From an optimization exercise on the open Yosys and OpenROAD flow, aimed at small area; shortcuts taken in it are not production practice. In this exercise RTL edits were held to simulation tests only and were not proved equivalent to the original. Power and IR drop assume default switching activity.

[flow/config.mk]
export PLATFORM = sky130hd
export DESIGN_NAME = axi_rt_budget_ctrl
export DESIGN_NICKNAME = axi_rt_budget_ctrl
export VERILOG_FILES = /design/flow/design.v
export SDC_FILE = /design/flow/constraint.sdc
export NUM_CORES = 4
export LEC_CHECK = 0
export CAP_MARGIN = 20
export CORE_AREA = 2.3 2.72 147.7 617.3
export DIE_AREA = 0 0 150 620
export SLEW_MARGIN = 20
[flow/constraint.sdc]
create_clock -name core_clock -period 10.0 [get_ports {clk_i}]
set_input_delay 2.0000 -clock core_clock [delete_from_list [all_inputs] [get_ports {clk_i}]]
set_output_delay 2.0000 -clock core_clock [all_outputs]
set_load 0.01 [all_outputs]
[flow/design.v]
package axi_rt_pkg;
    localparam int unsigned BudgetWidth = 32;
    localparam int unsigned PeriodWidth = 32;
    localparam int unsigned BeatsWidth  = 9;
    localparam int unsigned OvrWidth    = 8;
    typedef logic [BudgetWidth-1:0] budget_t;
    typedef logic [PeriodWidth-1:0] period_t;
    typedef logic [BeatsWidth-1:0]  beats_t;
    typedef logic [OvrWidth-1:0]    ovr_t;
    typedef struct packed {
        budget_t budget;
        period_t period;
    } rt_cfg_t;
    function automatic budget_t sat_sub(budget_t a, beats_t b);
        budget_t bz;
        bz = budget_t'(b);
        sat_sub = (a > bz) ? a - bz : '0;
    endfunction
endpackage
module axi_rt_budget_cnt
(
    input  logic    clk_i,
    input  logic    rst_ni,
    input  logic    enable_i,
    input  axi_rt_pkg::rt_cfg_t shadow_i,
    input  logic    commit_i,
    input  logic    zero_i,
    input  logic    req_i,
    input  logic    ovr_clear_i,
    input  logic    ge_i,
    input  axi_rt_pkg::beats_t  lo_diff_i,
    input  logic    lo_borrow_i,
    output logic    restricted_o,
    output logic    budget_hi_nz_o,
    output axi_rt_pkg::beats_t  sub_a_lo_o,
    output axi_rt_pkg::budget_t budget_left_o,
    output axi_rt_pkg::period_t period_left_o,
    output axi_rt_pkg::ovr_t    overrun_o,
    output logic    pending_o,
    output logic    ovr_evt_o
);
    localparam int unsigned BW = axi_rt_pkg::BudgetWidth;
    localparam int unsigned PW = axi_rt_pkg::PeriodWidth;
    localparam int unsigned NW = axi_rt_pkg::BeatsWidth;
    axi_rt_pkg::rt_cfg_t cfg_q;
    logic [BW-1:0] budget_q, budget_d, sub_a, sub_d;
    logic [PW-1:0] period_q, period_d, dec;
    axi_rt_pkg::ovr_t    ovr_q, ovr_d;
    logic [BW-NW:0] uz;
    logic           b9;
    logic [PW:0]    pz;
    logic    pending_q, pending_d, stall_q, stall_d;
    logic    nz, one, restricted, ge, accept, stall, wrap, reload, ld, run, ovr_evt;
    assign pz[0] = 1'b1;
    for (genvar i = 0; i < PW; i++) begin : g_dec
        assign pz[i+1] = pz[i] & ~period_q[i];
        assign dec[i]  = period_q[i] ^ pz[i];
    end
    assign nz  = |period_q;
    assign one = period_q[0] && (period_q[PW-1:1] == '0);
    assign restricted = enable_i && nz;
    assign restricted_o   = restricted;
    assign budget_hi_nz_o = |budget_q[BW-1:NW];
    assign ge             = ge_i;
    assign accept     = req_i && restricted && ge;
    assign stall      = req_i && restricted && !ge;
    assign wrap       = enable_i && one;
    assign run        = restricted && !one;
    assign reload     = !run;
    assign ld         = reload && !(zero_i && !pending_q);
    assign ovr_evt    = wrap && (stall_q || stall);
    assign sub_a = ld ? cfg_q.budget : budget_q;
    assign sub_a_lo_o = sub_a[NW-1:0];
    assign sub_d[NW-1:0] = accept ? lo_diff_i : sub_a[NW-1:0];
    assign b9    = accept && lo_borrow_i;
    assign uz[0] = 1'b1;
    for (genvar i = 0; i < BW-NW; i++) begin : g_sub
        assign uz[i+1]     = uz[i] & ~sub_a[NW+i];
        assign sub_d[NW+i] = sub_a[NW+i] ^ (b9 & uz[i]);
    end
    assign budget_d = (b9 && uz[BW-NW]) ? '0 : sub_d;
    assign period_d  = ({PW{run}} & dec) | ({PW{ld}} & cfg_q.period);
    assign pending_d = commit_i || (pending_q && run);
    assign stall_d   = run && (stall_q || stall);
    always_comb begin
        if (ovr_clear_i)                  ovr_d = '0;
        else if (ovr_evt && ovr_q != '1)  ovr_d = ovr_q + axi_rt_pkg::ovr_t'(1);
        else                              ovr_d = ovr_q;
    end
    always_ff @(posedge clk_i) begin
        if (commit_i) cfg_q <= shadow_i;
    end
    always_ff @(posedge clk_i or negedge rst_ni) begin
        if (!rst_ni) begin
            pending_q <= 1'b0;
            budget_q  <= '0;
            period_q  <= '0;
            stall_q   <= 1'b0;
            ovr_q     <= '0;
        end else begin
            pending_q <= pending_d;
            budget_q  <= budget_d;
            period_q  <= period_d;
            stall_q   <= stall_d;
            ovr_q     <= ovr_d;
        end
    end
    assign budget_left_o = budget_q;
    assign period_left_o = period_q;
    assign overrun_o     = ovr_q;
    assign pending_o     = pending_q;
    assign ovr_evt_o     = ovr_evt;
endmodule
module axi_rt_budget_ctrl
#(
    parameter int unsigned NumChannels = 2,
    parameter int unsigned NumRegions  = 4,
    localparam int unsigned RegW = (NumRegions > 1) ? $clog2(NumRegions) : 1,
    localparam int unsigned NCR  = NumChannels * NumRegions
) (
    input  logic                        clk_i,
    input  logic                        rst_ni,
    input  logic [NCR-1:0]              enable_i,
    input  logic [NCR*axi_rt_pkg::BudgetWidth-1:0]  cfg_budget_i,
    input  logic [NCR*axi_rt_pkg::PeriodWidth-1:0]  cfg_period_i,
    input  logic                        cfg_commit_i,
    output logic                        cfg_pending_o,
    input  logic [NumChannels-1:0]      req_valid_i,
    input  logic [NumChannels*RegW-1:0] req_region_i,
    input  logic [NumChannels*axi_rt_pkg::BeatsWidth-1:0] req_beats_i,
    output logic [NumChannels-1:0]      req_ready_o,
    output logic [NCR*axi_rt_pkg::BudgetWidth-1:0]  budget_left_o,
    output logic [NCR*axi_rt_pkg::PeriodWidth-1:0]  period_left_o,
    output logic [NCR*axi_rt_pkg::OvrWidth-1:0]     overrun_o,
    input  logic                        ovr_clear_i,
    output logic                        irq_o
);
    logic [NCR-1:0] pend, evt;
    logic zero_q, irq_q;
    always_ff @(posedge clk_i or negedge rst_ni) begin
        if (!rst_ni) begin
            zero_q <= 1'b1;
            irq_q  <= 1'b0;
        end else begin
            zero_q <= zero_q && !pend[0];
            irq_q  <= |evt;
        end
    end
    localparam int unsigned NW = axi_rt_pkg::BeatsWidth;
    for (genvar c = 0; c < NumChannels; c++) begin : g_ch
        logic [RegW-1:0] region;
        logic [NW-1:0]   beats, bq_sel, a_sel, diff;
        logic [NW:0]     gb, lb;
        logic [NumRegions-1:0] restr, hi_nz;
        logic [NumRegions*NW-1:0] a_lo;
        logic            restr_sel, hi_nz_sel, ge;
        assign region = req_region_i[c*RegW +: RegW];
        assign beats  = req_beats_i[c*NW +: NW];
        always_comb begin
            restr_sel = 1'b0;
            hi_nz_sel = 1'b0;
            bq_sel    = '0;
            a_sel     = '0;
            for (int r = 0; r < NumRegions; r++)
                if (region == RegW'(r)) begin
                    restr_sel = restr[r];
                    hi_nz_sel = hi_nz[r];
                    bq_sel    = budget_left_o[(c*NumRegions + r)*axi_rt_pkg::BudgetWidth +: NW];
                    a_sel     = a_lo[r*NW +: NW];
                end
        end
        assign gb[0] = 1'b0;
        for (genvar i = 0; i < NW; i++) begin : g_ge
            assign gb[i+1] = (!bq_sel[i] && beats[i]) || (!bq_sel[i] && gb[i]) || (beats[i] && gb[i]);
        end
        assign ge = hi_nz_sel || !gb[NW];
        assign req_ready_o[c] = !restr_sel || ge;
        assign lb[0] = 1'b0;
        for (genvar i = 0; i < NW; i++) begin : g_lo
            assign diff[i]  = a_sel[i] ^ beats[i] ^ lb[i];
            assign lb[i+1]  = (!a_sel[i] && beats[i]) || (!a_sel[i] && lb[i]) || (beats[i] && lb[i]);
        end
        for (genvar r = 0; r < NumRegions; r++) begin : g_rg
            localparam int unsigned I = c*NumRegions + r;
            axi_rt_pkg::rt_cfg_t shadow;
            assign shadow.budget = cfg_budget_i[I*axi_rt_pkg::BudgetWidth +: axi_rt_pkg::BudgetWidth];
            assign shadow.period = cfg_period_i[I*axi_rt_pkg::PeriodWidth +: axi_rt_pkg::PeriodWidth];
            axi_rt_budget_cnt u_cnt (
                .clk_i         (clk_i),
                .rst_ni        (rst_ni),
                .enable_i      (enable_i[I]),
                .shadow_i      (shadow),
                .commit_i      (cfg_commit_i),
                .zero_i        (zero_q),
                .req_i         (req_valid_i[c] && (region == RegW'(r))),
                .ovr_clear_i   (ovr_clear_i),
                .ge_i          (ge),
                .lo_diff_i     (diff),
                .lo_borrow_i   (lb[NW]),
                .restricted_o  (restr[r]),
                .budget_hi_nz_o(hi_nz[r]),
                .sub_a_lo_o    (a_lo[r*NW +: NW]),
                .budget_left_o (budget_left_o[I*axi_rt_pkg::BudgetWidth +: axi_rt_pkg::BudgetWidth]),
                .period_left_o (period_left_o[I*axi_rt_pkg::PeriodWidth +: axi_rt_pkg::PeriodWidth]),
                .overrun_o     (overrun_o[I*axi_rt_pkg::OvrWidth +: axi_rt_pkg::OvrWidth]),
                .pending_o     (pend[I]),
                .ovr_evt_o     (evt[I])
            );
        end
    end
    assign cfg_pending_o = |pend;
    assign irq_o         = irq_q;
endmodule
[flow/flow/run.sh]
#!/bin/bash
# Own layout flow: the standard ORFS flow with these changes.
#  1. Synthesis is synth_recipe.tcl unchanged except that the final ABC
#     technology mapping uses flow/abc_map.script (area-oriented mapping).
#     Registers, their names and cell types are untouched (dfflibmap runs
#     before ABC).
#  2. Port buffers use the smallest buffer (buf_1) instead of the default.
#  3. Any extra make variables listed one per line in flow/extra.mk
#     (here: no full-adder extraction before ABC, and clock tree settings:
#     smaller clock buffers, no dummy loads).
# Each tool's full output goes to the ORFS logs under orfs/logs and the
# make output to make_*.log in this folder.
set -euo pipefail
W=$(pwd)
{
  echo "set ::own_abc_script $W/flow/abc_map.script"
  cat <<'TCL'
proc abc {args} {
  set i [lsearch -exact $args -script]
  if { $i >= 0 } { lset args [expr { $i + 1 }] $::own_abc_script }
  yosys abc {*}$args
}
TCL
  cat "$W/synth_recipe.tcl"
} > "$W/own_synth.tcl"

EXTRA=(SYNTH_SCRIPT="$W/own_synth.tcl" "BUFFER_PORTS_ARGS=-buffer_cell sky130_fd_sc_hd__buf_1")
if [[ -f "$W/flow/extra.mk" ]]; then
  while IFS= read -r line; do [[ -n "$line" ]] && EXTRA+=("$line"); done < "$W/flow/extra.mk"
fi
bash "$W/standard.sh" "${EXTRA[@]}" finish > "$W/make_finish.log" 2>&1
[flow/flow/abc_map.script]
&get -n
&st
&dch
&nf -R 1000
&put
strash
&get -n
&st
&dch -f
&nf -R 1000
&put
[flow/flow/extra.mk]
ADDER_MAP_FILE=
CTS_ARGS=-sink_clustering_enable -repair_clock_nets -dont_use_dummy_load -buf_list sky130_fd_sc_hd__clkbuf_8 -sink_clustering_size 12 -sink_clustering_max_diameter 50
[flow/standard.sh]
#!/bin/bash
# synth_recipe.tcl (not shown) runs the flow's synth.tcl, then flattens the netlist and writes it again
# the make line also repeats each setting of config.mk as NAME=value (left out here)
make -C /OpenROAD-flow-scripts/flow DESIGN_CONFIG=/design/flow/config.mk WORK_HOME=/design/flow/orfs CLKGATE_MAP_FILE= SYNTH_SCRIPT=/design/flow/synth_recipe.tcl "${@:-finish}"
==> impl_metrics.py, run 1 <==
metrics = {
    "logic_synthesis": {
        "syn_nets": 4407,
        "synth_top_area_cell": "edfxtp_1",
        "netlist_top_cells_area": "edfxtp_1 33%, dfrtp_1 32%, mux2i_1 4.8%, o21ai_0 3.1%, nand2_1 3.0%",
        "yosysSeqAreaShare_pct": 64.5,
        "synthCells": 3859,
        "synthArstFlopShare_pct": 53.7,
        "ys_seq_elements": 1106,
        "yosys_most_used_dff": "dfrtp_1",
        "ys_types": 57,
        "syn_area_per_cell_um2": 12.2,
        "synth-edff-count": 512,
        "yosysTopAreaCellShare_pct": 32.8,
        "syn_area_um2": 46900,
        "yosysWarnings": 2,
    },
    "place": {
        "dp.cells": 6180,
        "io_buffer_count": 1127,
        "dpl_worst_slack_ps": 611,
        "dpl-instance-area_um2": 53200,
        "place_hpwl_um": 130000,
        "gp_congestion": 1.01,
    },
    "worst_setup_path": {
        "critical_path_class": "reg -> reg",
        "startpoint_type": "register",
        "crit_path_frequent_cell": "maj3_1",
        "cp.arrival_ps": 9630,
        "critical_path.max_stage_delay_ps": 590,
        "required_ps": 10640,
        "endpoint_kind": "register",
        "path_max_fanout": 21,
        "crit_slowest_cell": "or4_1",
    },
    "die": {
        "coreArea_um2": 89000,
        "rows": 225,
        "die_h_um": 620,
        "initial_core_util_pct": 52.7,
        "die_x_um": 150,
        "ios": 1128,
        "die-area_um2": 93000,
    },
    "power": {
        "p_per_area_nw_per_um2": 177,
        "leakage_nw": 21.1,
        "peakVddDrop_mv": 0.141,
    },
    "global_route": {
        "grt_max_degree": 155,
        "grt_usage_pct": 36.0,
        "grt-ovfl-total": 0,
        "grt_pass1_vias": 36000,
        "antenna_found_initial": 57,
        "grt_pass1_wl_um": 242000,
    },
    "sta": {
        "worstMarginPinSlew_ps": 1190,
        "hold_violations": 0,
        "finalSetupTns_ps": 0,
        "slew_headroom_pct": 20.4,
        "timing.fmax_ghz": 0.111,
        "rsz0062_at_grt": "no",
        "skew_ps": 62.4,
        "fin_ws_ps": 1010,
        "finalCritPeriodShare_pct": 89.9,
        "period_needed_ps": 8990,
        "slew_viol_final": 0,
        "setup_viol": 0,
    },
    "clock_network": {
        "cts_tree": "yes",
        "clock_latency_ps": 780,
        "clkSinkCount": 1106,
        "clk_path_buf_depth": 3,
        "postCtsSetupRepairBufs": 0,
        "root_buffer": "clkbuf_8",
        "path_clk_slew_ps": 80,
        "ctsHtreeMaxLevel": 3,
        "numCtsBuffers": 102,
        "cts_resized": 0,
        "cts_hold_buf": 0,
    },
    "run_status": {
        "status": "complete, no violations",
    },
    "drt": {
        "viasPerCell": 5.84,
        "drtIter0Drc": 2504,
        "drt-wirelength-per-cell_um": 27.0,
        "finalWirelength_um": 171000,
        "vias": 36800,
        "drt_drc_violations_left": 0,
        "drtPass1Iterations": 6,
        "ant_nets": 0,
    },
    "finish": {
        "nets": 5697,
        "syn2layout_area_growth_pct": 16.6,
        "utilization_pct": 61.5,
        "finalNonFillerCells": 6313,
        "final_cell_area_um2": 54700,
        "n_fill_cell": 7696,
        "drive_above_1_share_pct": 3.54,
    },
    "worst_hold_path": {
        "worst_hold_path_type": "reg -> reg",
    },
    "flow_run": {
        "max-cap-violations": 0,
    },
}
through the flow:
step | hold WS (ps) | total power, mW
2_1_floorplan | 426 | 6.41
3_3_place_gp | 426 | 7.30
3_5_place_dp | 434 | 7.32
4_1_cts | 420 | 9.71
5_1_grt | 447 | 10.0
6_report | 432 | 9.68
cell type report:
| class | count | area, um^2 | area share [%] |
|---|---|---|---|
| flip-flops and latches | 1106 | 30200 | 55.3 |
| well taps | 1135 | 1420 | 2.60 |
| diodes | 31 | 77.6 | 0.142 |
| clock buffers | 102 | 1400 | 2.57 |
| multi-input cells | 2710 | 16600 | 30.4 |
| inverters | 43 | 161 | 0.295 |
| repair buffers | 1186 | 4760 | 8.70 |
synthesized netlist by cell type, types with 10 or more instances:
| cell | count |
|---|---|
| or2_0 | 63 |
| edfxtp_1 | 512 |
| a21oi_1 | 208 |
| and4_1 | 10 |
| o21ai_0 | 293 |
| mux2i_1 | 226 |
| xnor2_1 | 139 |
| and3_1 | 67 |
| and2_0 | 27 |
| a211oi_1 | 57 |
| clkinv_1 | 43 |
| mux2_1 | 28 |
| or3_1 | 65 |
| o21a_1 | 23 |
| a21o_1 | 86 |
| nand2_1 | 372 |
| nand4_1 | 43 |
| xor2_1 | 120 |
| nand2b_1 | 45 |
| a21boi_0 | 17 |
| nor2_1 | 345 |
| nor3_1 | 95 |
| maj3_1 | 25 |
| nand3_1 | 69 |
| o21bai_1 | 16 |
| dfrtp_1 | 593 |
| o22ai_1 | 18 |
| a222oi_1 | 12 |
| nor4_1 | 112 |
| nor2b_1 | 61 |
worst paths after layout:
path	startpoint	to	slack [ps]	cells past startpoint
setup / recovery	g_ch[1].g_rg[1].u_cnt.period_q[3]$_DFF_PN0_	g_ch[1].g_rg[3].u_cnt.budget_q[15]$_DFF_PN0_	1010	29
hold / removal	g_ch[0].g_rg[3].u_cnt.cfg_q[13]$_DFFE_PP_	g_ch[0].g_rg[3].u_cnt.period_q[13]$_DFF_PN0_	430	2
setup reg to reg	g_ch[1].g_rg[1].u_cnt.period_q[3]$_DFF_PN0_	g_ch[1].g_rg[3].u_cnt.budget_q[15]$_DFF_PN0_	1010	29
hold reg to reg	g_ch[0].g_rg[3].u_cnt.cfg_q[13]$_DFFE_PP_	g_ch[0].g_rg[3].u_cnt.period_q[13]$_DFF_PN0_	430	2
max in group asynchronous	rst_ni	g_ch[1].g_rg[3].u_cnt.period_q[0]$_DFF_PN0_	6760	3
min in group asynchronous	rst_ni	g_ch[0].g_rg[0].u_cnt.budget_q[17]$_DFF_PN0_	1220	1
placed cells by master, fill, tap and decap left out, types with 28 or more instances in the layout:
cell type  synthesis  final
buf_1              0   1124
dfrtp_1          593    593
edfxtp_1         512    512
nand2_1          372    372
nor2_1           345    340
o21ai_0          293    292
mux2i_1          226    226
a21oi_1          208    208
xnor2_1          139    139
xor2_1           120    120
nor4_1           112    111
clkbuf_8           0    102
nor3_1            95     94
a21o_1            86     86
nand3_1           69     69
and3_1            67     67
or3_1             65     65
or2_0             63     61
nor2b_1           61     59
a211oi_1          57     57
buf_4              0     53
nand2b_1          45     45
clkinv_1          43     43
nand4_1           43     43
diode_2            0     31
mux2_1            28     28
layer usage:
layer,vias to the layer above,GRT usage (%),wire length (um)
li1,16700,-,-
met4,50,22.8,12600
met3,375,12.7,18600
met5,-,0,331
met1,18000,41.9,60300
met2,1725,56.2,78800
power by group:
group | internal, mW | switching, mW
logic | 0.560 | 1.06
clock network | 0.906 | 1.52
registers | 5.22 | 0.418
total | 6.68 | 3.00
registers in the layout, summed over array words and instances (netlist names):
name                       flops
g_ch.g_rg.u_cnt.period_q     256
g_ch.g_rg.u_cnt.ovr_q         64
g_ch.g_rg.u_cnt.pending_q      8
g_ch.g_rg.u_cnt.budget_q     256
zero_q                         1
irq_q                          1
g_ch.g_rg.u_cnt.stall_q        8
g_ch.g_rg.u_cnt.cfg_q        512
logic make-up after synthesis:
kind of cell	count (synthesis)	synth area share, %
and+or+nand+nor	1391	14.4
xor gates and xnor gates	259	4.84
adders and majority gates	25	0.533
muxes	254	5.49
DFF	1106	64.5
buffers and inverters	43	0.344
AOI/OAI and AO/OA	781	9.92
worst max-delay path, delay by kind of cell (launching register included):
kind	cells	cell delay (ps)
multiplexers	1	330
AO/OA/AOI/OAI	9	2040
buffers and inverters	2	440
adder cells (fa/ha/maj)	6	2060
AND/OR/NAND/NOR	11	3580
flip-flops	1	420
==> inputs of run 2 (changes only) <==
--- a/flow/config.mk
+++ b/flow/config.mk
@@ -8,4 +8,4 @@
 export CAP_MARGIN = 20
-export CORE_AREA = 2.3 2.72 147.7 617.3
-export DIE_AREA = 0 0 150 620
+export CORE_AREA = 2.3 2.72 197.7 577.3
+export DIE_AREA = 0 0 200 580
 export SLEW_MARGIN = 20
==> run 2 against run 1 <==
Compared with the run above: highest routed layer unchanged; largest cell class unchanged; clock-buffer cell count grew 1; clock power is essentially flat; wire length grew 4.1%; critical endpoint is now req_ready_o[0]; still clean; maximum frequency grew 1.4%; synthesized area is the same.
==> impl_metrics.py, run 2 <==
metrics = {
    "worst_setup_path": {
        "startpoint": "req_region_i[0]",
        "timing.rr.start": "g_ch[1].g_rg[2].u_cnt.period_q[16]$_DFF_PN0_",
        "cp.arrival_ps": 6870,
        "required_ps": 8000,
        "path_max_fanout": 10,
        "critical_path_class": "in -> out",
        "startpoint_type": "input port",
        "endpoint_kind": "output pin",
    },
    "sta": {
        "setup_viol": 0,
        "period_needed_ps": 8870,
        "worstMarginPinSlew_ps": 1110,
        "skew_ps": 85.9,
        "rsz0062_at_grt": "no",
        "finalSetupTns_ps": 0,
        "timing.fmax_ghz": 0.113,
        "slew_headroom_pct": 25.8,
        "slew_viol_final": 0,
        "hold_violations": 0,
        "finalCritPeriodShare_pct": 88.7,
    },
    "power": {
        "leakage_nw": 21.2,
        "fin_total_pwr_mw": 9.69,
        "peakVddDrop_mv": 0.161,
        "p_per_area_nw_per_um2": 176,
    },
    "finish": {
        "top_regs": "g_ch.g_rg.u_cnt.cfg_q x512, g_ch.g_rg.u_cnt.budget_q x256, g_ch.g_rg.u_cnt.period_q x256",
        "utilization_pct": 49.3,
        "largest_reg_flops": 512,
        "regMostFlops": "g_ch.g_rg.u_cnt.cfg_q",
        "drive_above_1_share_pct": 3.59,
        "nets": 5700,
        "mostFrequentLayoutCells": "1124 x buf_1, 593 x dfrtp_1, 512 x edfxtp_1",
        "final_common_cell": "buf_1",
        "syn2layout_area_growth_pct": 17.6,
    },
    "clock_network": {
        "ctsHtreeMaxLevel": 3,
        "root_buffer": "clkbuf_8",
        "cts_hold_buf": 0,
        "postCtsSetupRepairBufs": 0,
        "clock_latency_ps": 800,
        "cts_resized": 0,
        "numCtsBuffers": 103,
        "clk_path_buf_depth": 3,
        "path_clk_slew_ps": 80,
        "cts_tree": "yes",
        "clkSinkCount": 1106,
    },
    "logic_synthesis": {
        "synthArstFlopShare_pct": 53.7,
        "syn_area_per_cell_um2": 12.2,
        "syn_area_um2": 46900,
        "yosysWarnings": 2,
        "post-synth-top-count-cell": "dfrtp_1",
        "ys_seq_elements": 1106,
        "yosysSeqAreaShare_pct": 64.5,
        "ys_types": 57,
        "synthCells": 3859,
        "netlist_top_cells_area": "edfxtp_1 33%, dfrtp_1 32%, mux2i_1 4.8%, o21ai_0 3.1%, nand2_1 3.0%",
        "synthTopCellsByCount": "593 x dfrtp_1, 512 x edfxtp_1, 372 x nand2_1, 345 x nor2_1, 293 x o21ai_0",
        "yosys_most_used_dff": "dfrtp_1",
        "yosysTopAreaCellShare_pct": 32.8,
        "synth-edff-count": 512,
        "syn_nets": 4407,
        "synth_top_area_cell": "edfxtp_1",
    },
    "global_route": {
        "grt-ovfl-total": 0,
        "grt_pass1_wl_um": 254000,
        "grt_util_met2_pct": 49.6,
        "grt_usage_pct": 30.2,
        "gr-usage-met1_pct": 32.6,
        "gr-usage-met3_pct": 11.2,
        "antenna_found_initial": 42,
        "grt_busiest_layer": "met2",
        "grt_max_degree": 175,
        "grt_pass1_vias": 37500,
    },
    "place": {
        "gp_congestion": 0.971,
        "place_hpwl_um": 137000,
        "io_buffer_count": 1127,
    },
    "die": {
        "die_h_um": 580,
        "coreArea_um2": 112000,
        "die_x_um": 200,
        "ios": 1128,
        "initial_core_util_pct": 41.9,
        "rows": 211,
        "die-area_um2": 116000,
    },
    "drt": {
        "finalWirelength_um": 178000,
        "ant_nets": 0,
        "viasPerCell": 5.57,
        "drt-wirelength-per-cell_um": 26.6,
        "vias": 37100,
        "drt_drc_violations_left": 0,
        "drtPass1Iterations": 8,
        "drtIter0Drc": 2174,
    },
    "worst_hold_path": {
        "worst_hold_path_type": "reg -> reg",
        "min_from": "g_ch[1].g_rg[0].u_cnt.cfg_q[22]$_DFFE_PP_",
    },
    "run_status": {
        "status": "complete, no violations",
    },
    "flow_run": {
        "max-cap-violations": 0,
    },
}
-- run 2: final timing paths --
check                                                          endpoint  slack [ps]  cells past startpoint
setup / recovery                                         req_ready_o[0]        1130                     17
hold / removal             g_ch[1].g_rg[0].u_cnt.period_q[22]$_DFF_PN0_         410                      2
setup reg to reg           g_ch[1].g_rg[1].u_cnt.budget_q[18]$_DFF_PN0_        1200                     32
hold reg to reg            g_ch[1].g_rg[0].u_cnt.period_q[22]$_DFF_PN0_         410                      2
max in group asynchronous   g_ch[1].g_rg[3].u_cnt.budget_q[9]$_DFF_PN0_        6610                      3
min in group asynchronous  g_ch[0].g_rg[2].u_cnt.period_q[12]$_DFF_PN0_        1310                      1
-- run 2: metrics by stage --
stage	hold slack, ps	cells	setup slack [ps]	area (um^2)
2_1_floorplan	426	3859	1.82	47000
3_3_place_gp	428	6538	816	53700
3_5_place_dp	434	6538	693	53700
4_1_cts	413	6641	1110	55100
5_1_grt	456	6660	343	55100
6_report	412	6671	1130	55200
-- run 2: worst max-delay path, cell delays in order --
cell,delay [ps]
buf_1,190
nor2_1,730
a22o_1,230
a21oi_1,40
o21ai_0,170
a21oi_1,60
maj3_1,360
maj3_1,340
maj3_1,370
maj3_1,370
maj3_1,370
maj3_1,350
maj3_1,320
a21oi_1,160
nor2_1,250
o2111ai_1,190
buf_1,340
-- run 2: cells by family after synthesis --
kind of cell	synth area share [%]
simple gates	14.4
flops	64.5
compound gates	9.92
xor+xnor	4.84
mux	5.49
buf+inv	0.344
fa+ha+maj	0.533
-- run 2: report_power, final --
part | leakage, nW | internal (mW) | total, mW | switching, mW
logic | 8.20 | 0.561 | 1.63 | 1.07
registers | 12.2 | 5.22 | 5.64 | 0.426
clock network | 0.741 | 0.915 | 2.42 | 1.50
total | 21.2 | 6.69 | 9.69 | 3.00
-- run 2: final cells by class --
cell class / count / area, um^2
antenna: 30 / 75.1
clock buffer: 103 / 1420
fill: 10500 / 56800
inverter: 43 / 161
multi-input combinational: 2710 / 16600
sequential: 1106 / 30200
tap: 1491 / 1870
timing repair buffer: 1188 / 4780
-- run 2: layer usage --
metal,share of wire (%),up-vias
li1,-,16700
met2,48,1712
met5,0.093,-
met3,11,358
met4,6.7,24
met1,35,18300
==> inputs of run 3 (changes only) <==
--- a/flow/config.mk
+++ b/flow/config.mk
@@ -7,5 +7,5 @@
 export LEC_CHECK = 0
-export CAP_MARGIN = 20
+export CAP_MARGIN = 5
 export CORE_AREA = 2.3 2.72 197.7 577.3
 export DIE_AREA = 0 0 200 580
-export SLEW_MARGIN = 20
+export SLEW_MARGIN = 5
==> run 3 against run 2 <==
Compared with the run above: synthesized cell count unchanged; total power hardly changed; worst setup slack better by 9.2 ps; sequential share of layout area barely moved; sequential cell count did not move; critical path depth unchanged; register-to-register slack hardly changed; non-clock buffer count unchanged; wire length about the same; global-route usage unchanged; hold slack better by 2.1 ps; maximum frequency is 0.10% higher; largest power group unchanged.
==> impl_metrics.py, run 3 <==
metrics = {
    "finish": {
        "final_common_cell": "buf_1",
        "syn2layout_area_growth_pct": 17.6,
        "mostFrequentLayoutCells": "1124 x buf_1, 593 x dfrtp_1, 512 x edfxtp_1",
        "regMostFlops": "g_ch.g_rg.u_cnt.cfg_q",
        "nets": 5700,
        "drive_above_1_share_pct": 3.59,
        "top_regs": "g_ch.g_rg.u_cnt.cfg_q x512, g_ch.g_rg.u_cnt.budget_q x256, g_ch.g_rg.u_cnt.period_q x256",
        "largest_reg_flops": 512,
        "n_fill_cell": 10500,
    },
    "power": {
        "p_per_area_nw_per_um2": 176,
        "sw_frac_of_total_pct": 30.9,
        "sequentialPowerShare_pct": 58.2,
        "peakVddDrop_mv": 0.161,
        "switchingPower_mw": 3.00,
        "leakage_nw": 21.2,
        "p_comb_share_pct": 16.9,
        "cellInternalPower_mw": 6.69,
        "pwr-share-clk_pct": 24.9,
    },
    "logic_synthesis": {
        "ys_types": 57,
        "synthCells": 3859,
        "post-synth-top-count-cell": "dfrtp_1",
        "syn_area_per_cell_um2": 12.2,
        "syn_nets": 4407,
        "synth_top_area_cell": "edfxtp_1",
        "syn_area_um2": 46900,
        "yosys_most_used_dff": "dfrtp_1",
        "yosysSeqAreaShare_pct": 64.5,
        "synthArstFlopShare_pct": 53.7,
        "synthTopCellsByCount": "593 x dfrtp_1, 512 x edfxtp_1, 372 x nand2_1, 345 x nor2_1, 293 x o21ai_0",
        "yosysWarnings": 2,
        "netlist_top_cells_area": "edfxtp_1 33%, dfrtp_1 32%, mux2i_1 4.8%, o21ai_0 3.1%, nand2_1 3.0%",
        "yosysTopAreaCellShare_pct": 32.8,
        "synth-edff-count": 512,
        "ys_seq_elements": 1106,
    },
    "clock_network": {
        "ctsHtreeMaxLevel": 3,
        "postCtsSetupRepairBufs": 0,
        "clock_latency_ps": 800,
        "cts_resized": 0,
        "cts_hold_buf": 0,
        "numCtsBuffers": 103,
        "path_clk_slew_ps": 80,
        "clkSinkCount": 1106,
        "clk_path_buf_depth": 3,
        "root_buffer": "clkbuf_8",
        "cts_tree": "yes",
    },
    "place": {
        "gp_congestion": 0.971,
        "io_buffer_count": 1127,
        "place_hpwl_um": 137000,
    },
    "die": {
        "ios": 1128,
        "die_x_um": 200,
        "die_h_um": 580,
        "rows": 211,
        "initial_core_util_pct": 41.9,
        "coreArea_um2": 112000,
        "die-area_um2": 116000,
    },
    "drt": {
        "ant_nets": 0,
        "viasPerCell": 5.56,
        "drt-wirelength-per-cell_um": 26.6,
        "drtIter0Drc": 2174,
        "finalWirelength_um": 178000,
        "drtPass1Iterations": 9,
        "vias": 37100,
        "drt_drc_violations_left": 0,
    },
    "sta": {
        "rsz0062_at_grt": "no",
        "setup_viol": 0,
        "period_needed_ps": 8860,
        "finalCritPeriodShare_pct": 88.6,
        "finalSetupTns_ps": 0,
        "hold_violations": 0,
        "timing.fmax_ghz": 0.113,
        "slew_viol_final": 0,
        "slew_headroom_pct": 19.6,
        "whs_ps": 414,
        "skew_ps": 85.1,
        "worstMarginPinSlew_ps": 1190,
    },
    "global_route": {
        "grt_pass1_vias": 37500,
        "grt_pass1_wl_um": 254000,
        "antenna_found_initial": 42,
        "grt-ovfl-total": 0,
        "grt_max_degree": 175,
        "grt_usage_pct": 30.2,
    },
    "run_status": {
        "status": "complete, no violations",
    },
    "worst_hold_path": {
        "min_from": "g_ch[1].g_rg[0].u_cnt.cfg_q[22]$_DFFE_PP_",
        "worst_hold_path_type": "reg -> reg",
    },
    "worst_setup_path": {
        "cp.arrival_ps": 6860,
        "startpoint": "req_region_i[0]",
        "endpoint_kind": "output pin",
        "critical_path_class": "in -> out",
        "required_ps": 8000,
        "timing.rr.start": "g_ch[1].g_rg[2].u_cnt.period_q[16]$_DFF_PN0_",
        "startpoint_type": "input port",
        "path_max_fanout": 10,
    },
    "flow_run": {
        "max-cap-violations": 0,
    },
}
==> run 3: cell counts after synthesis <==
No cell type changed its count.
==> run 3: cells by family after synthesis <==
family / Yosys count / share of synthesized area (%)
xor gates and xnor gates: 259 / 4.84
buffers and inverters: 43 / 0.344
DFF: 1106 / 64.5
and+or+nand+nor: 1391 / 14.4
adders and majority gates: 25 / 0.533
muxes: 254 / 5.49
AOI/OAI and AO/OA: 781 / 9.92
==> run 3: through the flow <==
| stage | instance area [um^2] | power, mW | setup slack, ps | utilization (%) | std cells |
|---|---|---|---|---|---|
| after floorplan | 47000 | 6.41 | 1.82 | - | 3859 |
| after global placement | 53700 | 7.33 | 816 | 48.0 | 6538 |
| after detailed placement | 53700 | 7.35 | 693 | 48.0 | 6538 |
| after CTS | 55100 | 9.77 | 1110 | 49.2 | 6641 |
| after global routing | 55100 | 10.1 | 343 | 49.3 | 6660 |
| final | 55200 | 9.69 | 1140 | 49.3 | 6672 |
==> run 3: per-layer routing <==
layer,GRT usage (%),up-vias,routed length [um]
li1,-,16700,-
met1,32.6,18300,61700
met2,49.6,1700,84400
met3,11.2,348,19300
met4,18.4,24,12000
met5,0,-,166
==> run 3: final timing paths <==
path | end | slack (ps) | cells past startpoint
setup / recovery | req_ready_o[0] | 1140 | 17
max in group asynchronous | g_ch[1].g_rg[3].u_cnt.budget_q[9]$_DFF_PN0_ | 6600 | 3
setup reg to reg | g_ch[1].g_rg[1].u_cnt.budget_q[18]$_DFF_PN0_ | 1200 | 32
hold / removal | g_ch[1].g_rg[0].u_cnt.period_q[22]$_DFF_PN0_ | 410 | 2
min in group asynchronous | g_ch[0].g_rg[2].u_cnt.period_q[12]$_DFF_PN0_ | 1310 | 1
hold reg to reg | g_ch[1].g_rg[0].u_cnt.period_q[22]$_DFF_PN0_ | 410 | 2
==> run 3: worst max-delay path: stages <==
cell,delay [ps]
buf_1,190
nor2_1,720
a22o_1,230
a21oi_1,40
o21ai_0,170
a21oi_1,60
maj3_1,360
maj3_1,340
maj3_1,370
maj3_1,370
maj3_1,370
maj3_1,350
maj3_1,320
a21oi_1,160
nor2_1,250
o2111ai_1,190
buf_1,340
==> run 3: power groups by stage <==
| stage | clock [mW] | sequential, mW | combinational (mW) |
|---|---|---|---|
| after global routing | 2.64 | 5.69 | 1.78 |
| after CTS | 2.50 | 5.64 | 1.63 |
| after floorplan | 0 | 5.70 | 0.709 |
| after global placement | 0 | 5.72 | 1.61 |
| after detailed placement | 0 | 5.73 | 1.63 |
| final | 2.42 | 5.64 | 1.63 |
==> run 3: area by class of cell <==
| class | instances | area [um^2] | share of cell area (%) |
|---|---|---|---|
| Sequential cell | 1106 | 30200 | 54.8 |
| Multi-Input combinational cell | 2710 | 16600 | 30.1 |
| Clock buffer | 103 | 1420 | 2.57 |
| Tap cell | 1491 | 1870 | 3.38 |
| Inverter | 43 | 161 | 0.293 |
| Antenna cell | 31 | 77.6 | 0.141 |
| Timing Repair Buffer | 1188 | 4780 | 8.67 |
==> inputs of run 4 (changes only) <==
--- a/flow/design.v
+++ b/flow/design.v
@@ -32,2 +32,3 @@
     input  logic    lo_borrow_i,
+    output logic    sub_a_hi_zero_o,
     output logic    restricted_o,
@@ -80,3 +81,4 @@
     end
-    assign budget_d = (b9 && uz[BW-NW]) ? '0 : sub_d;
+    assign sub_a_hi_zero_o = uz[BW-NW];
+    assign budget_d = sub_d;
     assign period_d  = ({PW{run}} & dec) | ({PW{ld}} & cfg_q.period);
@@ -153,3 +155,5 @@
         logic [NW:0]     gb, lb;
-        logic [NumRegions-1:0] restr, hi_nz;
+        logic [NumRegions-1:0] restr, hi_nz, a_hz;
+        logic [NW-1:0]   lo_res;
+        logic            a_hz_sel, sat, lo_bu;
         logic [NumRegions*NW-1:0] a_lo;
@@ -163,2 +167,3 @@
             a_sel     = '0;
+            a_hz_sel  = 1'b0;
             for (int r = 0; r < NumRegions; r++)
@@ -169,2 +174,3 @@
                     a_sel     = a_lo[r*NW +: NW];
+                    a_hz_sel  = a_hz[r];
                 end
@@ -182,2 +188,5 @@
         end
+        assign sat    = lb[NW] && a_hz_sel;
+        assign lo_res = sat ? '0 : diff;
+        assign lo_bu  = lb[NW] && !a_hz_sel;
         for (genvar r = 0; r < NumRegions; r++) begin : g_rg
@@ -197,4 +206,5 @@
                 .ge_i          (ge),
-                .lo_diff_i     (diff),
-                .lo_borrow_i   (lb[NW]),
+                .lo_diff_i     (lo_res),
+                .lo_borrow_i   (lo_bu),
+                .sub_a_hi_zero_o(a_hz[r]),
                 .restricted_o  (restr[r]),
--- a/flow/config.mk
+++ b/flow/config.mk
@@ -7,5 +7,6 @@
 export LEC_CHECK = 0
-export CAP_MARGIN = 5
+export CAP_MARGIN = 20
 export CORE_AREA = 2.3 2.72 197.7 577.3
 export DIE_AREA = 0 0 200 580
-export SLEW_MARGIN = 5
+export GPL_TIMING_DRIVEN = 0
+export SLEW_MARGIN = 20
==> run 4 against run 3 <==
Compared with the run above: still clean; worst setup slack got worse by 710 ps; sequential cell count did not move; sequential share of layout area fell by 0.54 points; wire length rose by 0.40%; first-iteration DRC count fell by 5.6%; clock power barely moved; register-to-register slack got worse by 770 ps; clock skew fell by 20 ps; clock-buffer cell count did not move; die area did not move; critical path type is now reg -> reg.
==> impl_metrics.py, run 4 <==
metrics = {
    "sta": {
        "whs_ps": 424,
        "fin_ws_ps": 431,
        "rsz0062_at_grt": "no",
        "worstMarginPinSlew_ps": 1140,
        "period_needed_ps": 9570,
        "slew_viol_final": 0,
        "setup_viol": 0,
        "finalCritPeriodShare_pct": 95.7,
        "hold_violations": 0,
        "timing.fmax_ghz": 0.105,
        "finalSetupTns_ps": 0,
        "skew_ps": 64.6,
        "slew_headroom_pct": 23.6,
    },
    "worst_hold_path": {
        "worst_hold_path_type": "reg -> reg",
    },
    "logic_synthesis": {
        "post-synth-top-count-cell": "dfrtp_1",
        "yosys_most_used_dff": "dfrtp_1",
        "yosysSeqAreaShare_pct": 65.5,
        "ys_seq_elements": 1106,
        "syn_area_per_cell_um2": 12.6,
        "synthArstFlopShare_pct": 53.7,
        "ys_types": 54,
        "netlist_top_cells_area": "edfxtp_1 33%, dfrtp_1 32%, mux2i_1 5.9%, o21ai_0 3.2%, xor2_1 2.9%",
        "syn_area_um2": 46100,
        "syn_nets": 4206,
        "synth-edff-count": 512,
        "yosysTopAreaCellShare_pct": 33.3,
        "synth_top_area_cell": "edfxtp_1",
        "synthTopCellsByCount": "593 x dfrtp_1, 512 x edfxtp_1, 352 x nand2_1, 295 x o21ai_0, 270 x mux2i_1",
        "yosysWarnings": 2,
        "synthCells": 3658,
    },
    "global_route": {
        "grt_util_met2_pct": 48.9,
        "grt_pass1_vias": 36700,
        "grt_usage_pct": 30.3,
        "grt_pass1_wl_um": 252000,
        "grt-ovfl-total": 0,
        "gr-usage-met3_pct": 13.8,
        "grt_busiest_layer": "met2",
        "grt_max_degree": 41,
        "gr-usage-met1_pct": 29.9,
        "antenna_found_initial": 60,
    },
    "place": {
        "io_buffer_count": 1127,
        "place_hpwl_um": 138000,
        "gp_congestion": 0.976,
        "dpl_worst_slack_ps": 184,
        "dpl-instance-area_um2": 54200,
    },
    "worst_setup_path": {
        "cp_num_buf_inv": 0,
        "startpoint_type": "register",
        "crit_slowest_cell": "or2_2",
        "path_max_fanout": 35,
        "cp.arrival_ps": 10270,
        "critical_path.max_stage_delay_ps": 670,
        "critical_path_class": "reg -> reg",
        "crit_path_frequent_cell": "maj3_1",
        "path_cells": "nor4_2 -> nand4_1 -> or3_1 -> or3_1 -> o21ai_0 -> or2_2 -> a21boi_4 -> mux2i_1 -> o22ai_1 -> nor2_1 -> and2_0 -> maj3_1 -> maj3_1 -> maj3_1 -> maj3_1 -> maj3_1 -> maj3_1 -> maj3_1 -> maj3_1 -> nand2b_1 -> nor2_1 -> and4_1 -> or2_0",
        "required_ps": 10700,
        "path_delay_family": "simple AND/OR/NAND/NOR gates",
        "endpoint_kind": "register",
    },
    "die": {
        "ios": 1128,
        "rows": 211,
        "coreArea_um2": 112000,
        "die_x_um": 200,
        "die-area_um2": 116000,
        "die_h_um": 580,
        "initial_core_util_pct": 41.2,
    },
    "power": {
        "fin_total_pwr_mw": 9.73,
        "sw_frac_of_total_pct": 31.0,
        "pwr-share-clk_pct": 25.1,
        "p_per_area_nw_per_um2": 175,
        "leakage_nw": 21.2,
        "cellInternalPower_mw": 6.72,
        "p_comb_share_pct": 17.3,
        "peakVddDrop_mv": 0.134,
        "switchingPower_mw": 3.01,
        "sequentialPowerShare_pct": 57.7,
    },
    "drt": {
        "viasPerCell": 5.51,
        "drt-wirelength-per-cell_um": 27.4,
        "drtIter0Drc": 2052,
        "vias": 35900,
        "finalWirelength_um": 178000,
        "drt_drc_violations_left": 0,
        "ant_nets": 0,
        "drtPass1Iterations": 5,
    },
    "finish": {
        "n_fill_cell": 10300,
        "regMostFlops": "g_ch.g_rg.u_cnt.cfg_q",
        "syn2layout_area_growth_pct": 20.8,
        "ff_latch_area_um2": 30200,
        "nets": 5521,
        "multiInputGateArea_um2": 16000,
        "drive_above_1_share_pct": 4.49,
        "largest_reg_flops": 512,
        "top_regs": "g_ch.g_rg.u_cnt.cfg_q x512, g_ch.g_rg.u_cnt.budget_q x256, g_ch.g_rg.u_cnt.period_q x256",
        "final_common_cell": "buf_1",
        "mostFrequentLayoutCells": "1124 x buf_1, 593 x dfrtp_1, 512 x edfxtp_1",
        "final_cell_area_um2": 55700,
    },
    "clock_network": {
        "cts_tree": "yes",
        "cts_hold_buf": 0,
        "ctsHtreeMaxLevel": 3,
        "clock_latency_ps": 820,
        "numCtsBuffers": 103,
        "path_clk_slew_ps": 90,
        "clkSinkCount": 1106,
        "root_buffer": "clkbuf_8",
        "cts_resized": 0,
        "postCtsSetupRepairBufs": 0,
        "clk_path_buf_depth": 3,
    },
    "run_status": {
        "status": "complete, no violations",
    },
    "flow_run": {
        "max-cap-violations": 0,
    },
}
[run 4: cell count changes after synthesis, sizes merged, moves of 10 or more]
cell,delta
nor2,-90
a211oi,-50
mux2i,+44
nor2b,-36
xor2,+32
a21oi,-26
nand2,-20
or2,-20
nor4,-17
clkinv,-16
nor3,+13
xnor2,-13
o21a,+10
[run 4: tightest hold or removal path: cells and delay by family (launching register included)]
| kind | cells | cell delay (ps) |
|---|---|---|
| and+or+nand+nor | 1 | 50 |
| DFF | 1 | 330 |
| AOI/OAI and AO/OA | 1 | 60 |
[run 4: stage by stage]
stage	instances	util (%)
after floorplan	3658	-
after global placement	6276	46.7
after detailed placement	6359	48.4
after CTS	6462	49.7
after global routing	6480	49.7
final	6502	49.8
[run 4: layout make-up]
| class | instances | area share (%) |
|---|---|---|
| tap | 1491 | 3.35 |
| clock buffer | 103 | 2.54 |
| sequential | 1106 | 54.3 |
| inverter | 27 | 0.182 |
| antenna | 40 | 0.180 |
| timing repair buffer | 1210 | 10.8 |
| multi-input combinational | 2525 | 28.7 |
[run 4: logic make-up after synthesis]
kind of cell	Yosys count	share of synthesized area, %
adders and majority gates	21	0.456
DFF	1106	65.5
xor gates and xnor gates	278	5.28
and+or+nand+nor	1217	13.0
AOI/OAI and AO/OA	714	9.07
buffers and inverters	27	0.220
muxes	295	6.47
[run 4: per-layer routing]
layer | wire, um | share of wire, %
met1 | 57500 | 32
met2 | 83300 | 47
met3 | 21700 | 12
met5 | 328 | 0.18
met4 | 15500 | 8.7
[run 4: power groups by stage]
stage | registers [mW] | clock network, mW | logic [mW]
floorplan | 5.70 | 0 | 0.669
global placement | 5.78 | 0 | 1.56
detailed placement | 5.70 | 0 | 1.65
CTS | 5.60 | 2.50 | 1.66
global route | 5.66 | 2.65 | 1.82
finish | 5.61 | 2.44 | 1.68
[run 4: worst paths after layout]
check / from / end / slack (ps) / cells after the start
max: g_ch[1].g_rg[0].u_cnt.period_q[0]$_DFF_PN0_ / g_ch[1].g_rg[3].u_cnt.budget_q[18]$_DFF_PN0_ / 430 / 23
min: g_ch[0].g_rg[3].u_cnt.cfg_q[20]$_DFFE_PP_ / g_ch[0].g_rg[3].u_cnt.period_q[20]$_DFF_PN0_ / 420 / 2
max reg2reg: g_ch[1].g_rg[0].u_cnt.period_q[0]$_DFF_PN0_ / g_ch[1].g_rg[3].u_cnt.budget_q[18]$_DFF_PN0_ / 430 / 23
min reg2reg: g_ch[0].g_rg[3].u_cnt.cfg_q[20]$_DFFE_PP_ / g_ch[0].g_rg[3].u_cnt.period_q[20]$_DFF_PN0_ / 420 / 2
max in group asynchronous: rst_ni / g_ch[0].g_rg[1].u_cnt.budget_q[18]$_DFF_PN0_ / 6600 / 9
min in group asynchronous: rst_ni / g_ch[1].g_rg[2].u_cnt.period_q[22]$_DFF_PN0_ / 1230 / 1
==> inputs of run 5 (changes only) <==
--- a/flow/config.mk
+++ b/flow/config.mk
@@ -10,3 +10,2 @@
 export DIE_AREA = 0 0 200 580
-export GPL_TIMING_DRIVEN = 0
 export SLEW_MARGIN = 20
==> run 5 against run 4 <==
Compared with the run above: hold slack gained 18 ps; worst setup slack better by 890 ps; largest power group unchanged; largest cell class unchanged; combinational power is 4% lower; clock power hardly changed; clock skew grew 16 ps; sequential cell count unchanged.
==> impl_metrics.py, run 5 <==
metrics = {
    "finish": {
        "nets": 5498,
        "regMostFlops": "g_ch.g_rg.u_cnt.cfg_q",
        "largest_reg_flops": 512,
        "mostFrequentLayoutCells": "1124 x buf_1, 593 x dfrtp_1, 512 x edfxtp_1",
        "drive_above_1_share_pct": 3.64,
        "syn2layout_area_growth_pct": 17.9,
        "final_cell_area_um2": 54400,
        "final_common_cell": "buf_1",
        "top_regs": "g_ch.g_rg.u_cnt.cfg_q x512, g_ch.g_rg.u_cnt.budget_q x256, g_ch.g_rg.u_cnt.period_q x256",
    },
    "worst_setup_path": {
        "path_max_fanout": 14,
        "startpoint_type": "register",
        "cp.arrival_ps": 9360,
        "ff2ff_setup_slack_ps": 1320,
        "endpoint_kind": "register",
        "timing.rr.start": "g_ch[1].g_rg[0].u_cnt.period_q[0]$_DFF_PN0_",
        "r2r_end": "g_ch[1].g_rg[3].u_cnt.budget_q[18]$_DFF_PN0_",
        "startpoint": "g_ch[1].g_rg[0].u_cnt.period_q[0]$_DFF_PN0_",
        "required_ps": 10680,
        "critical_path_class": "reg -> reg",
        "crit_path_end": "g_ch[1].g_rg[3].u_cnt.budget_q[18]$_DFF_PN0_",
        "reg2regPathDepth": 23,
    },
    "worst_hold_path": {
        "worst_hold_path_type": "reg -> reg",
    },
    "sta": {
        "skew_ps": 80.6,
        "period_needed_ps": 8680,
        "finalCritPeriodShare_pct": 86.8,
        "setup_viol": 0,
        "hold_violations": 0,
        "rsz0062_at_grt": "no",
        "finalSetupTns_ps": 0,
        "whs_ps": 442,
        "timing.fmax_ghz": 0.115,
        "slew_viol_final": 0,
        "worstMarginPinSlew_ps": 1110,
        "slew_headroom_pct": 26.5,
    },
    "logic_synthesis": {
        "ys_types": 54,
        "synthArstFlopShare_pct": 53.7,
        "netlist_top_cells_area": "edfxtp_1 33%, dfrtp_1 32%, mux2i_1 5.9%, o21ai_0 3.2%, xor2_1 2.9%",
        "synth_top_area_cell": "edfxtp_1",
        "yosysSeqAreaShare_pct": 65.5,
        "syn_area_per_cell_um2": 12.6,
        "syn_nets": 4206,
        "ys_seq_elements": 1106,
        "synth-edff-count": 512,
        "syn_area_um2": 46100,
        "yosysTopAreaCellShare_pct": 33.3,
        "synthCells": 3658,
        "yosysWarnings": 2,
        "post-synth-top-count-cell": "dfrtp_1",
        "synthTopCellsByCount": "593 x dfrtp_1, 512 x edfxtp_1, 352 x nand2_1, 295 x o21ai_0, 270 x mux2i_1",
        "yosys_most_used_dff": "dfrtp_1",
    },
    "die": {
        "rows": 211,
        "die-area_um2": 116000,
        "coreArea_um2": 112000,
        "die_h_um": 580,
        "initial_core_util_pct": 41.2,
        "die_x_um": 200,
        "ios": 1128,
    },
    "global_route": {
        "grt_pass1_vias": 36400,
        "antenna_found_initial": 41,
        "grt_max_degree": 172,
        "grt_usage_pct": 30.4,
        "grt-ovfl-total": 0,
        "grt_pass1_wl_um": 253000,
    },
    "clock_network": {
        "path_clk_slew_ps": 90,
        "cts_resized": 0,
        "root_buffer": "clkbuf_8",
        "postCtsSetupRepairBufs": 0,
        "clkSinkCount": 1106,
        "ctsHtreeMaxLevel": 3,
        "cts_tree": "yes",
        "clk_path_buf_depth": 3,
        "numCtsBuffers": 103,
        "cts_hold_buf": 0,
        "clock_latency_ps": 800,
    },
    "drt": {
        "finalWirelength_um": 179000,
        "drtPass1Iterations": 5,
        "drt_drc_violations_left": 0,
        "ant_nets": 0,
        "viasPerCell": 5.53,
        "drt-wirelength-per-cell_um": 27.7,
        "drtIter0Drc": 2268,
        "vias": 35700,
    },
    "place": {
        "gp_congestion": 0.968,
        "dpl-instance-area_um2": 52900,
        "place_hpwl_um": 136000,
        "io_buffer_count": 1127,
    },
    "power": {
        "peakVddDrop_mv": 0.135,
        "p_per_area_nw_per_um2": 179,
        "leakage_nw": 20.7,
    },
    "flow_run": {
        "max-cap-violations": 0,
    },
    "run_status": {
        "status": "complete, no violations",
    },
}
[run 5: cell counts after synthesis]
No cell type changed its count.
[run 5: area by class of cell]
type | count | area (um^2)
fill | 10600 | 57600
sequential | 1106 | 30200
multi-input combinational | 2525 | 15900
timing repair buffer | 1187 | 4780
tap | 1491 | 1870
clock buffer | 103 | 1420
inverter | 27 | 101
antenna | 26 | 65.1
[run 5: kinds of logic (layout without fill, tap and decap cells)]
| family | Yosys count | in the layout | share of synthesized area [%] |
|---|---|---|---|
| simple gates | 1217 | 1217 | 13.0 |
| flops | 1106 | 1106 | 65.5 |
| compound gates | 714 | 714 | 9.07 |
| mux | 295 | 295 | 6.47 |
| xor+xnor | 278 | 278 | 5.28 |
| buf+inv | 27 | 1317 | 0.220 |
| fa+ha+maj | 21 | 21 | 0.456 |
| other cells | 0 | 26 | 0 |
[run 5: worst min path at each step]
stage,from,endpoint,slack [ps],cells after the start
6_report,g_ch[0].g_rg[3].u_cnt.cfg_q[21]$_DFFE_PP_,g_ch[0].g_rg[3].u_cnt.period_q[21]$_DFF_PN0_,440,2
5_1_grt,g_ch[1].g_rg[3].u_cnt.cfg_q[11]$_DFFE_PP_,g_ch[1].g_rg[3].u_cnt.period_q[11]$_DFF_PN0_,460,1
4_1_cts,g_ch[1].g_rg[0].u_cnt.cfg_q[13]$_DFFE_PP_,g_ch[1].g_rg[0].u_cnt.period_q[13]$_DFF_PN0_,430,1
3_5_place_dp,g_ch[0].g_rg[0].u_cnt.cfg_q[7]$_DFFE_PP_,g_ch[0].g_rg[0].u_cnt.period_q[7]$_DFF_PN0_,430,1
3_3_place_gp,g_ch[1].g_rg[3].u_cnt.cfg_q[9]$_DFFE_PP_,g_ch[1].g_rg[3].u_cnt.period_q[9]$_DFF_PN0_,430,1
2_1_floorplan,g_ch[0].g_rg[0].u_cnt.pending_q$_DFF_PN0_,zero_q$_DFF_PN1_,400,1
[run 5: layer usage]
layer  share of wire, %  vias up  global-route usage [%]
met2                 46     1668                    48.5
met5               0.14        -                   0.349
li1                   -    16000                       -
met3                 12      421                    12.7
met4                8.3       32                    22.2
met1                 33    17600                    31.6
[run 5: power by group]
part           switching [mW]  internal, mW  total [mW]
clock                    1.54         0.914        2.46
sequential              0.417          5.22        5.64
combinational            1.09         0.531        1.62
[run 5: per-stage QoR]
stage / setup slack (ps) / utilization [%] / total power [mW] / instances
4_1_cts: 1390 / 48.5 / 9.75 / 6438
6_report: 1320 / 48.6 / 9.72 / 6465
3_3_place_gp: 1620 / 47.2 / 7.28 / 6335
5_1_grt: 890 / 48.6 / 10.1 / 6455
3_5_place_dp: 1400 / 47.2 / 7.31 / 6335
2_1_floorplan: 73.8 / - / 6.37 / 3658
[run 5: worst max-delay path, stage by stage, from the launching register on]
cell and delay [ps]:
dfrtp_1 450, nor4_1 740, nand4_1 310, or3_1 460
or3_1 410, o21ai_0 490, or2_0 220, a21boi_4 440
mux2i_1 190, o22ai_1 190, nor2_1 100, and2_0 220
maj3_1 390, maj3_1 400, maj3_1 390, maj3_1 410
maj3_1 390, maj3_1 410, maj3_1 400, maj3_1 420
nand2b_1 360, nor2_1 340, and4_1 310, or2_0 190
==> inputs of run 6 (changes only) <==
--- a/flow/design.v
+++ b/flow/design.v
@@ -32,3 +32,2 @@
     input  logic    lo_borrow_i,
-    output logic    sub_a_hi_zero_o,
     output logic    restricted_o,
@@ -81,4 +80,3 @@
     end
-    assign sub_a_hi_zero_o = uz[BW-NW];
-    assign budget_d = sub_d;
+    assign budget_d = (b9 && uz[BW-NW]) ? '0 : sub_d;
     assign period_d  = ({PW{run}} & dec) | ({PW{ld}} & cfg_q.period);
@@ -155,5 +153,3 @@
         logic [NW:0]     gb, lb;
-        logic [NumRegions-1:0] restr, hi_nz, a_hz;
-        logic [NW-1:0]   lo_res;
-        logic            a_hz_sel, sat, lo_bu;
+        logic [NumRegions-1:0] restr, hi_nz;
         logic [NumRegions*NW-1:0] a_lo;
@@ -167,3 +163,2 @@
             a_sel     = '0;
-            a_hz_sel  = 1'b0;
             for (int r = 0; r < NumRegions; r++)
@@ -174,3 +169,2 @@
                     a_sel     = a_lo[r*NW +: NW];
-                    a_hz_sel  = a_hz[r];
                 end
@@ -188,5 +182,2 @@
         end
-        assign sat    = lb[NW] && a_hz_sel;
-        assign lo_res = sat ? '0 : diff;
-        assign lo_bu  = lb[NW] && !a_hz_sel;
         for (genvar r = 0; r < NumRegions; r++) begin : g_rg
@@ -206,5 +197,4 @@
                 .ge_i          (ge),
-                .lo_diff_i     (lo_res),
-                .lo_borrow_i   (lo_bu),
-                .sub_a_hi_zero_o(a_hz[r]),
+                .lo_diff_i     (diff),
+                .lo_borrow_i   (lb[NW]),
                 .restricted_o  (restr[r]),
==> flow/run.sh (new file) <==
#!/bin/bash
# synth_recipe.tcl (not shown) runs the flow's synth.tcl, then flattens the netlist and writes it again
# the make line also repeats each setting of config.mk as NAME=value (left out here)
make -C /OpenROAD-flow-scripts/flow DESIGN_CONFIG=/design/flow/config.mk WORK_HOME=/design/flow/orfs CLKGATE_MAP_FILE= SYNTH_SCRIPT=/design/flow/synth_recipe.tcl finish
--- a/flow/config.mk
+++ b/flow/config.mk
@@ -7,4 +7,8 @@
 export LEC_CHECK = 0
+export ABC_AREA = 1
 export CAP_MARGIN = 20
 export CORE_AREA = 2.3 2.72 197.7 577.3
+export CTS_BUF_LIST = sky130_fd_sc_hd__clkbuf_8
+export CTS_CLUSTER_DIAMETER = 50
+export CTS_CLUSTER_SIZE = 12
 export DIE_AREA = 0 0 200 580
removed: flow/flow/run.sh
removed: flow/flow/abc_map.script
removed: flow/flow/extra.mk
removed: flow/standard.sh
==> run 6 against run 5 <==
Compared with the run above: clock-buffer cell count increased by 4; hold slack better by 19 ps; sequential power fell by 0.9%; register-to-register slack gained 1200 ps; worst setup slack improved by 550 ps; cell count is 24% higher; non-clock buffer count rose by 2; still clean on timing, DRC and antenna; maximum frequency grew 6.8%; core utilization grew 12 points; sequential cell count is the same; wire length is 19% higher; sequential share of layout area is 11 points lower.
==> impl_metrics.py, run 6 <==
metrics = {
    "clock_network": {
        "clock_latency_ps": 830,
        "clkSinkCount": 1106,
        "cts_resized": 0,
        "ctsHtreeMaxLevel": 3,
        "cts_tree": "yes",
        "postCtsSetupRepairBufs": 0,
        "numCtsBuffers": 102,
        "clk_path_buf_depth": 3,
        "path_clk_slew_ps": 90,
        "root_buffer": "clkbuf_8",
        "cts_hold_buf": 0,
    },
    "power": {
        "p_per_area_nw_per_um2": 157,
        "switchingPower_mw": 3.37,
        "sw_frac_of_total_pct": 31.8,
        "p_comb_share_pct": 21.9,
        "peakVddDrop_mv": 0.138,
        "cellInternalPower_mw": 7.22,
        "leakage_nw": 29.0,
        "sequentialPowerShare_pct": 52.8,
        "pwr-share-clk_pct": 25.2,
    },
    "place": {
        "dpl_worst_slack_ps": 1140,
        "io_buffer_count": 1127,
        "place_hpwl_um": 169000,
        "gp_congestion": 1.03,
    },
    "worst_setup_path": {
        "startpoint": "enable_i[4]",
        "startpoint_type": "input port",
        "timing.rr.start": "g_ch[1].g_rg[0].u_cnt.period_q[11]$_DFF_PN0_",
        "crit_slowest_cell": "clkdlybuf4s50_1",
        "cp.arrival_ps": 8800,
        "crit_path_frequent_cell": "fa_1",
        "path_max_fanout": 18,
        "cp_num_buf_inv": 5,
        "endpoint_kind": "register",
        "path_delay_family": "adder cells",
        "path_cells": "clkdlybuf4s50_1 -> inv_1 -> nor2_2 -> nand2_4 -> nand2_4 -> mux2_2 -> o2111ai_1 -> fa_1 -> fa_1 -> inv_1 -> fa_1 -> fa_1 -> fa_1 -> fa_1 -> fa_1 -> fa_1 -> inv_1 -> nand3_1 -> clkinv_1 -> nand2_1 -> nor2_1 -> xor2_1 -> nor2_1",
        "critical_path.max_stage_delay_ps": 480,
        "critical_path_class": "in -> reg",
        "required_ps": 10670,
    },
    "global_route": {
        "grt-ovfl-total": 0,
        "grt_max_degree": 155,
        "grt_pass1_vias": 44100,
        "antenna_found_initial": 72,
        "grt_usage_pct": 36.6,
        "grt_pass1_wl_um": 301000,
    },
    "sta": {
        "hold_violations": 0,
        "worstMarginPinSlew_ps": 1160,
        "slew_viol_final": 0,
        "finalCritPeriodShare_pct": 81.2,
        "setup_viol": 0,
        "rsz0062_at_grt": "no",
        "finalSetupTns_ps": 0,
        "skew_ps": 37.5,
        "period_needed_ps": 8120,
        "timing.fmax_ghz": 0.123,
        "fin_ws_ps": 1880,
        "slew_headroom_pct": 22.5,
    },
    "die": {
        "die_x_um": 200,
        "die-area_um2": 116000,
        "rows": 211,
        "initial_core_util_pct": 47.1,
        "coreArea_um2": 112000,
        "ios": 1128,
        "die_h_um": 580,
    },
    "finish": {
        "top_regs": "g_ch.g_rg.u_cnt.cfg_q x512, g_ch.g_rg.u_cnt.budget_q x256, g_ch.g_rg.u_cnt.period_q x256",
        "syn2layout_area_growth_pct": 27.8,
        "regMostFlops": "g_ch.g_rg.u_cnt.cfg_q",
        "utilization_pct": 60.2,
        "final_common_cell": "clkdlybuf4s50_1",
        "nets": 7208,
        "largest_reg_flops": 512,
        "drive_above_1_share_pct": 4.05,
        "mostFrequentLayoutCells": "1125 x clkdlybuf4s50_1, 749 x inv_1, 704 x nand2_1",
    },
    "logic_synthesis": {
        "yosysSeqAreaShare_pct": 57.4,
        "syn_area_um2": 52700,
        "ys_seq_elements": 1106,
        "ys_types": 47,
        "syn_nets": 6106,
        "netlist_top_cells_area": "edfxtp_1 29%, dfrtp_1 28%, ha_1 6.1%, nand2_1 5.0%, o21ai_0 4.9%",
        "synth_top_area_cell": "edfxtp_1",
        "post-synth-top-count-cell": "nand2_1",
        "yosysTopAreaCellShare_pct": 29.2,
        "syn_area_per_cell_um2": 9.98,
        "synthCells": 5284,
        "yosys_most_used_dff": "dfrtp_1",
        "yosysWarnings": 2,
        "synth-edff-count": 512,
        "synthArstFlopShare_pct": 53.7,
        "synthTopCellsByCount": "707 x nand2_1, 672 x inv_1, 627 x nor2_1, 593 x dfrtp_1, 516 x o21ai_0",
    },
    "drt": {
        "drtPass1Iterations": 5,
        "drt-wirelength-per-cell_um": 26.7,
        "viasPerCell": 5.46,
        "drtIter0Drc": 2620,
        "vias": 43600,
        "drt_drc_violations_left": 0,
        "ant_nets": 0,
        "finalWirelength_um": 213000,
    },
    "worst_hold_path": {
        "min_from": "g_ch[1].g_rg[3].u_cnt.cfg_q[9]$_DFFE_PP_",
        "worst_hold_path_type": "reg -> reg",
    },
    "run_status": {
        "status": "complete, no violations",
    },
    "flow_run": {
        "max-cap-violations": 0,
    },
}
-- run 6: final timing paths --
| path | depth (start not counted) | to | slack (ps) |
|---|---|---|---|
| setup reg to reg | 28 | g_ch[1].g_rg[1].u_cnt.budget_q[12]$_DFF_PN0_ | 2570 |
| hold reg to reg | 2 | g_ch[1].g_rg[3].u_cnt.period_q[9]$_DFF_PN0_ | 460 |
| min in group asynchronous | 1 | g_ch[0].g_rg[3].u_cnt.period_q[15]$_DFF_PN0_ | 1160 |
| setup / recovery | 23 | g_ch[1].g_rg[1].u_cnt.budget_q[12]$_DFF_PN0_ | 1880 |
| hold / removal | 2 | g_ch[1].g_rg[3].u_cnt.period_q[9]$_DFF_PN0_ | 460 |
| max in group asynchronous | 3 | g_ch[1].g_rg[3].u_cnt.budget_q[22]$_DFF_PN0_ | 6650 |
-- run 6: cell families after synthesis --
family                   share of synthesized area [%]
AO/OA/AOI/OAI                                     6.47
XOR/XNOR                                          3.07
adder cells (fa/ha/maj)                           6.73
buffers and inverters                             6.62
flip-flops                                        57.4
multiplexers                                      1.56
AND/OR/NAND/NOR                                   18.2
-- run 6: stage by stage --
step                instances  hold WS (ps)  cell area (um^2)  power, mW
floorplan                5284           455             52700       6.47
global placement         7773           460             65500       7.95
detailed placement       7773           467             65500       7.97
CTS                      7961           467             67300       10.6
global route             7974           499             67300       11.0
finish                   7993           461             67400       10.6
-- run 6: layout make-up --
cell class | instances | area (um^2)
fill | 9667 | 44600
sequential | 1106 | 30200
multi-input combinational | 3305 | 19000
timing repair buffer | 1189 | 11800
inverter | 682 | 2560
tap | 1491 | 1870
clock buffer | 107 | 1470
clock inverter | 81 | 322
antenna | 32 | 80.1
-- run 6: worst min-delay path: cells and delay by family (launching register included) --
kind | cells | cell delay (ps)
flip-flops | 1 | 330
AND/OR/NAND/NOR | 1 | 60
AO/OA/AOI/OAI | 1 | 70
-- run 6: routing by layer --
metal | part of all wire [%] | up-vias | wire length [um] | global-route usage [%]
li1 | - | 20000 | - | -
met1 | 32 | 21000 | 67700 | 36.2
met2 | 46 | 2018 | 97800 | 59.1
met3 | 11 | 589 | 22700 | 12.6
met4 | 12 | 72 | 24900 | 33.9
met5 | 0.21 | - | 448 | 0
-- run 6: power by group through the flow --
stage / logic [mW] / registers [mW] / clock network (mW)
floorplan: 0.815 / 5.66 / 0
CTS: 2.31 / 5.58 / 2.74
detailed placement: 2.30 / 5.67 / 0
finish: 2.32 / 5.59 / 2.67
global route: 2.51 / 5.63 / 2.87
global placement: 2.27 / 5.67 / 0

-- port drivers added, routing unchanged --
In the flow no input, the clock included, has a driving cell. The finished layouts below were timed again as built, in two steps. Step 1 sets driving cells, clkbuf_16 on the clock port and buf_2 on the other inputs (assumed; they add their load-dependent delay and slew). Step 2, shift: input delay + t, output delay - t, t = (earliest + latest rising clock arrival at the registers) / 2. This alone moves slack from input paths to output paths. Slacks: ideal / step 1 / step 2; pairs: ideal / step 1.
run | t (ns) | setup WS [ns] | clock arrival spread, ns | pins driven straight from the clock port
run 1 | 0.827 | 1.008 / 0.918 / 0.449 | 0.064 / 0.064 | 1
run 2 | 0.841 | 1.134 / 1.049 / 0.627 | 0.085 / 0.086 | 1
run 3 | 0.842 | 1.144 / 1.059 / 0.609 | 0.085 / 0.086 | 1
run 4 | 0.875 | 0.431 / 0.431 / 0.431 | 0.065 / 0.065 | 1
run 5 | 0.840 | 1.323 / 1.323 / 1.323 | 0.080 / 0.081 | 1
run 6 | 0.903 | 1.875 / 1.881 / 0.979 | 0.041 / 0.041 | 1
After both steps setup and hold are still met in every run listed. For run 6, which loses most, drivers alone change the setup slack by +0.006 ns; drivers and shift together by -0.896 ns.
